Source: an optimization exercise on an open RTL-to-GDS flow (aim: small area and a short achievable clock period). Production flows keep margins and buffers that such runs may drop. In this exercise RTL edits were held to simulation tests only and were not proved equivalent to the original.

## csc_top
module csc_top (
	input logic CLOCK_50_I,
	input logic resetn,
	input logic start,
	output logic busy,
	output logic done,
	output csc_pkg::sram_addr_t sram_addr,
	output csc_pkg::sram_word_t sram_wdata,
	output logic sram_we_n,
	input csc_pkg::sram_word_t sram_rdata
);
	logic c_shift, c_ld_u, c_ld_v;
	logic c_first_a, c_first_b, c_near_b, c_last_a, c_last_b;
	logic c_yh_ld, c_ylo, c_odd_op, c_w_rg, c_w_br;
	logic cmd_we;
	csc_pkg::sram_addr_t cmd_addr;
	csc_pkg::sram_word_t cmd_wdata;
	csc_pkg::pixel_t ce_u, ce_v, c_odd, uo;
	csc_pkg::sram_word_t yh;         
	csc_pkg::pixel_t y_op, u_op, v_op;
	csc_pkg::pixel_t r, g, b;
	yuv_fetch seq_unit (
		.CLOCK_50_I, .resetn, .start, .busy, .done,
		.c_shift, .c_ld_u, .c_ld_v,
		.c_first_a, .c_first_b, .c_near_b, .c_last_a, .c_last_b,
		.c_yh_ld, .c_ylo, .c_odd_op, .c_w_rg, .c_w_br,
		.cmd_we, .cmd_addr
	);
	chroma_interpolator interp_unit (
		.CLOCK_50_I, .c_shift, .c_ld_u, .c_ld_v,
		.c_first_a, .c_first_b, .c_near_b, .c_last_a, .c_last_b,
		.rdata(sram_rdata), .ce_u, .ce_v, .c_odd
	);
	always_ff @(posedge CLOCK_50_I) begin
		if (c_yh_ld)
			yh <= sram_rdata;
		uo <= c_odd;     
	end
	always_ff @(posedge CLOCK_50_I)
		y_op <= c_ylo ? yh[7:0] : yh[15:8];
	always_comb begin
		if (c_odd_op) begin
			u_op = uo;
			v_op = c_odd;
		end else begin
			u_op = ce_u;
			v_op = ce_v;
		end
	end
	csc_matrix matrix_unit (
		.CLOCK_50_I, .y_in(y_op), .u_in(u_op), .v_in(v_op),
		.r, .g, .b
	);
	rgb_store store_unit (
		.CLOCK_50_I, .c_w_rg, .c_w_br, .r, .g, .b, .wdata(cmd_wdata)
	);
	sram_arbiter arbiter_unit (
		.CLOCK_50_I, .resetn,
		.cmd_we, .cmd_addr, .cmd_wdata,
		.sram_addr, .sram_wdata, .sram_we_n
	);
endmodule
Size: ~2500 cells after synthesis.
Settings: LEC_CHECK=0, CAP_MARGIN=5, CORE_MARGIN=2, CORE_UTILIZATION=50, CTS_BUF_LIST=sky130_fd_sc_hd__clkbuf_8, SLEW_MARGIN=5; clock period 10.0 ns.
standard.sh (not shown) runs the stock make flow with config.mk's settings and CLKGATE_MAP_FILE= SYNTH_SCRIPT=/design/flow/synth_recipe.tcl, a recipe that flattens the netlist after the stock synthesis.
==> flow/flow/run.sh <==
#!/bin/bash
set -u
export SETUP_SLACK_MARGIN=6.8
export BUFFER_PORTS_ARGS="-buffer_cell sky130_fd_sc_hd__buf_4"
bash standard.sh > standard_flow.log 2>&1
Testbench counts at the start, summed over its fixed seeds: frame cycles 1,536,248.
Edit:
==> flow/flow/run.sh (replaced) <==
#!/bin/bash
set -u
export SETUP_SLACK_MARGIN=6.4
export BUFFER_PORTS_ARGS="-buffer_cell sky130_fd_sc_hd__buf_4"
bash standard.sh > standard_flow.log 2>&1
Settings changed: CAP_MARGIN 5 to 20, CTS_BUF_LIST sky130_fd_sc_hd__clkbuf_8 to not set, SLEW_MARGIN 5 to 20.
Area after synthesis is unchanged.
Setup slack got worse by 180 ps.
Via count came out lower by 2.4%.
Edit:
==> flow/flow/run.sh (replaced) <==
#!/bin/bash
set -u
export SETUP_SLACK_MARGIN=6.8
export BUFFER_PORTS_ARGS="-buffer_cell sky130_fd_sc_hd__buf_4"
bash standard.sh > standard_flow.log 2>&1
Settings changed: CTS_BUF_LIST set to sky130_fd_sc_hd__clkbuf_8.
After rerunning:
- global-route usage rose by 0.54 points
- worst setup slack improved by 180 ps
- design area rose by 4.1%
- via count rose by about 2.5%
- area after synthesis stays the same
- count of clock-buffer cells in the layout rose by 21
Edit:
==> flow/run.sh (new file) <==
#!/bin/bash
# synth_recipe.tcl (not shown) runs the flow's synth.tcl, then flattens the netlist and writes it again
# the make line also repeats each setting of config.mk as NAME=value (left out here)
make -C /OpenROAD-flow-scripts/flow DESIGN_CONFIG=/design/flow/config.mk WORK_HOME=/design/flow/orfs CLKGATE_MAP_FILE= SYNTH_SCRIPT=/design/flow/synth_recipe.tcl finish
Settings changed: CTS_BUF_LIST sky130_fd_sc_hd__clkbuf_8 to not set, SETUP_SLACK_MARGIN set to 5.
removed: flow/flow/run.sh
removed: flow/standard.sh
Effect: The changed run finished with timing, DRC and antenna clean; die area stays the same; non-clock buffer count went down by 50; final cell count came out lower by 3.2%; via count shrinks by 3.0%; area after synthesis stays the same; first-iteration DRC count is higher by 24%; maximum frequency went down by 13%; sequential share of layout area went up by 1.1 points.
Edit:
==> flow/flow/run.sh (new file) <==
#!/bin/bash
set -u
export SETUP_SLACK_MARGIN=6.8
export BUFFER_PORTS_ARGS="-buffer_cell sky130_fd_sc_hd__buf_4"
bash standard.sh > standard_flow.log 2>&1
==> flow/standard.sh (new file) <==
#!/bin/bash
# synth_recipe.tcl (not shown) runs the flow's synth.tcl, then flattens the netlist and writes it again
# the make line also repeats each setting of config.mk as NAME=value (left out here)
make -C /OpenROAD-flow-scripts/flow DESIGN_CONFIG=/design/flow/config.mk WORK_HOME=/design/flow/orfs CLKGATE_MAP_FILE= SYNTH_SCRIPT=/design/flow/synth_recipe.tcl "${@:-finish}"
Settings changed: CTS_BUF_LIST set to sky130_fd_sc_hd__clkbuf_16, CTS_CLUSTER_DIAMETER set to 100, CTS_CLUSTER_SIZE set to 24, SETUP_SLACK_MARGIN 5 to not set.
removed: flow/run.sh
After rerunning: Synthesized area is unchanged; fmax rises by about 16%; design area hardly moves; synthesized cell count is unchanged; sequential cell count does not change.

========
csc_top again, from the RTL that the note above started with.
==> flow/config.mk <==
export PLATFORM = sky130hd
export DESIGN_NAME = csc_top
export DESIGN_NICKNAME = csc_top
export VERILOG_FILES = /design/flow/design.v
export SDC_FILE = /design/flow/constraint.sdc
export NUM_CORES = 4
export LEC_CHECK = 0
export CAP_MARGIN = 20
export CORE_MARGIN = 2
export CORE_UTILIZATION = 50
export CTS_BUF_LIST = sky130_fd_sc_hd__clkbuf_8 sky130_fd_sc_hd__clkbuf_16
export CTS_CLUSTER_DIAMETER = 100
export CTS_CLUSTER_SIZE = 24
export SLEW_MARGIN = 20
==> flow/constraint.sdc <==
create_clock -name core_clock -period 10.0 [get_ports {CLOCK_50_I}]
set_input_delay 2.0000 -clock core_clock [delete_from_list [all_inputs] [get_ports {CLOCK_50_I}]]
set_output_delay 2.0000 -clock core_clock [all_outputs]
set_load 0.01 [all_outputs]
==> flow/flow/run.sh <==
#!/bin/bash
set -u
export SETUP_SLACK_MARGIN=6.8
export BUFFER_PORTS_ARGS="-buffer_cell sky130_fd_sc_hd__buf_4"
bash standard.sh > standard_flow.log 2>&1
The baseline went through all stages and came out clean.
Testbench counts at the start, summed over its fixed seeds: frame cycles 1,536,248.
Next try:
==> flow/flow/run.sh (replaced) <==
#!/bin/bash
set -u
export SETUP_SLACK_MARGIN=7.0
export BUFFER_PORTS_ARGS="-buffer_cell sky130_fd_sc_hd__buf_4"
bash standard.sh > standard_flow.log 2>&1
CTS_BUF_LIST = sky130_fd_sc_hd__clkbuf_8   (was sky130_fd_sc_hd__clkbuf_8 sky130_fd_sc_hd__clkbuf_16)
CTS_CLUSTER_DIAMETER = default   (was 100)
CTS_CLUSTER_SIZE = default   (was 24)
=> The new run completed without violations. Synthesized area is unchanged. Clock skew rises by 31 ps. Setup slack is worse by 47 ps. Cell count climbs by a few percent. Clock-buffer cell count goes up by 68. Non-clock buffer count grows by 55. Wire length increases by a few percent. Fmax is lower slightly.
Next try:
==> flow/flow/run.sh (replaced) <==
#!/bin/bash
set -u
export SETUP_SLACK_MARGIN=6.8
export BUFFER_PORTS_ARGS="-buffer_cell sky130_fd_sc_hd__buf_4"
bash standard.sh > standard_flow.log 2>&1
CORE_UTILIZATION = 65   (was 50)
CTS_BUF_LIST = default   (was sky130_fd_sc_hd__clkbuf_8)
Hold slack hardly moves; critical path depth is lower by 5; utilization is higher by 14 points; setup slack improved by 17 ps; routed wire length is lower by 3.0%.
Next try:
CORE_UTILIZATION = 50   (was 65)
CTS_BUF_LIST = sky130_fd_sc_hd__clkbuf_8   (was default)
CTS_CLUSTER_DIAMETER = 60   (was default)
CTS_CLUSTER_SIZE = 18   (was default)
Synthesized area does not change; worst hold slack gains 6.6 ps; clock-buffer cell count decreases by 15; first-iteration DRC count decreases by about 12%; design area decreases by about 1.8%; wire length drops by 2.1%; fmax decreases by 1.1%; global-route usage shrinks by 6.4 points.
Next try:
CTS_BUF_LIST = default   (was sky130_fd_sc_hd__clkbuf_8)
CTS_CLUSTER_DIAMETER = default   (was 60)
CTS_CLUSTER_SIZE = default   (was 18)
Setup slack improved by 52 ps.
Final area came out higher by a few percent.
Die area stays the same.
Maximum frequency came out higher slightly.
Worst hold slack got worse by 4.6 ps.
Via count came out higher slightly.

## afterwards: timing with drivers on the ports
How much do the figures lean on ideal ports? The routed layouts below were timed once more, with nothing changed but the port constraints.
Step 1 sets driving cells, clkbuf_16 on the clock port and buf_2 on the other inputs (assumed; they add their load-dependent delay and slew).
Step 2 moves the port delays by t, midway between the first and last clock arrival at a register: inputs arrive t later, outputs are due t later. That takes back most of the time a late clock gives input paths.
Three values: ideal, step 1, step 2; two values: the first two.
run	t (ns)	setup WS [ns]	worst data-port slew with drivers (ns)
the first run of note 1	0.702	6.687 / 6.632 / 6.728	0.04
the second run of note 1	0.641	6.511 / 6.511 / 6.511	0.04
the third run of note 1	0.702	6.687 / 6.632 / 6.728	0.04
the fourth run of note 1	0.654	6.194 / 6.194 / 6.194	0.04
the fifth run of note 1	0.625	6.723 / 6.707 / 6.723	0.03
the first run of note 2	0.625	6.723 / 6.704 / 6.723	0.03
the second run of note 2	0.712	6.676 / 6.658 / 6.676	0.04
the third run of note 2	0.657	6.693 / 6.693 / 6.693	0.04
the fourth run of note 2	0.692	6.657 / 6.604 / 6.736	0.03
the fifth run of note 2	0.670	6.709 / 6.659 / 6.709	0.03
After both steps every run listed still meets setup and hold.
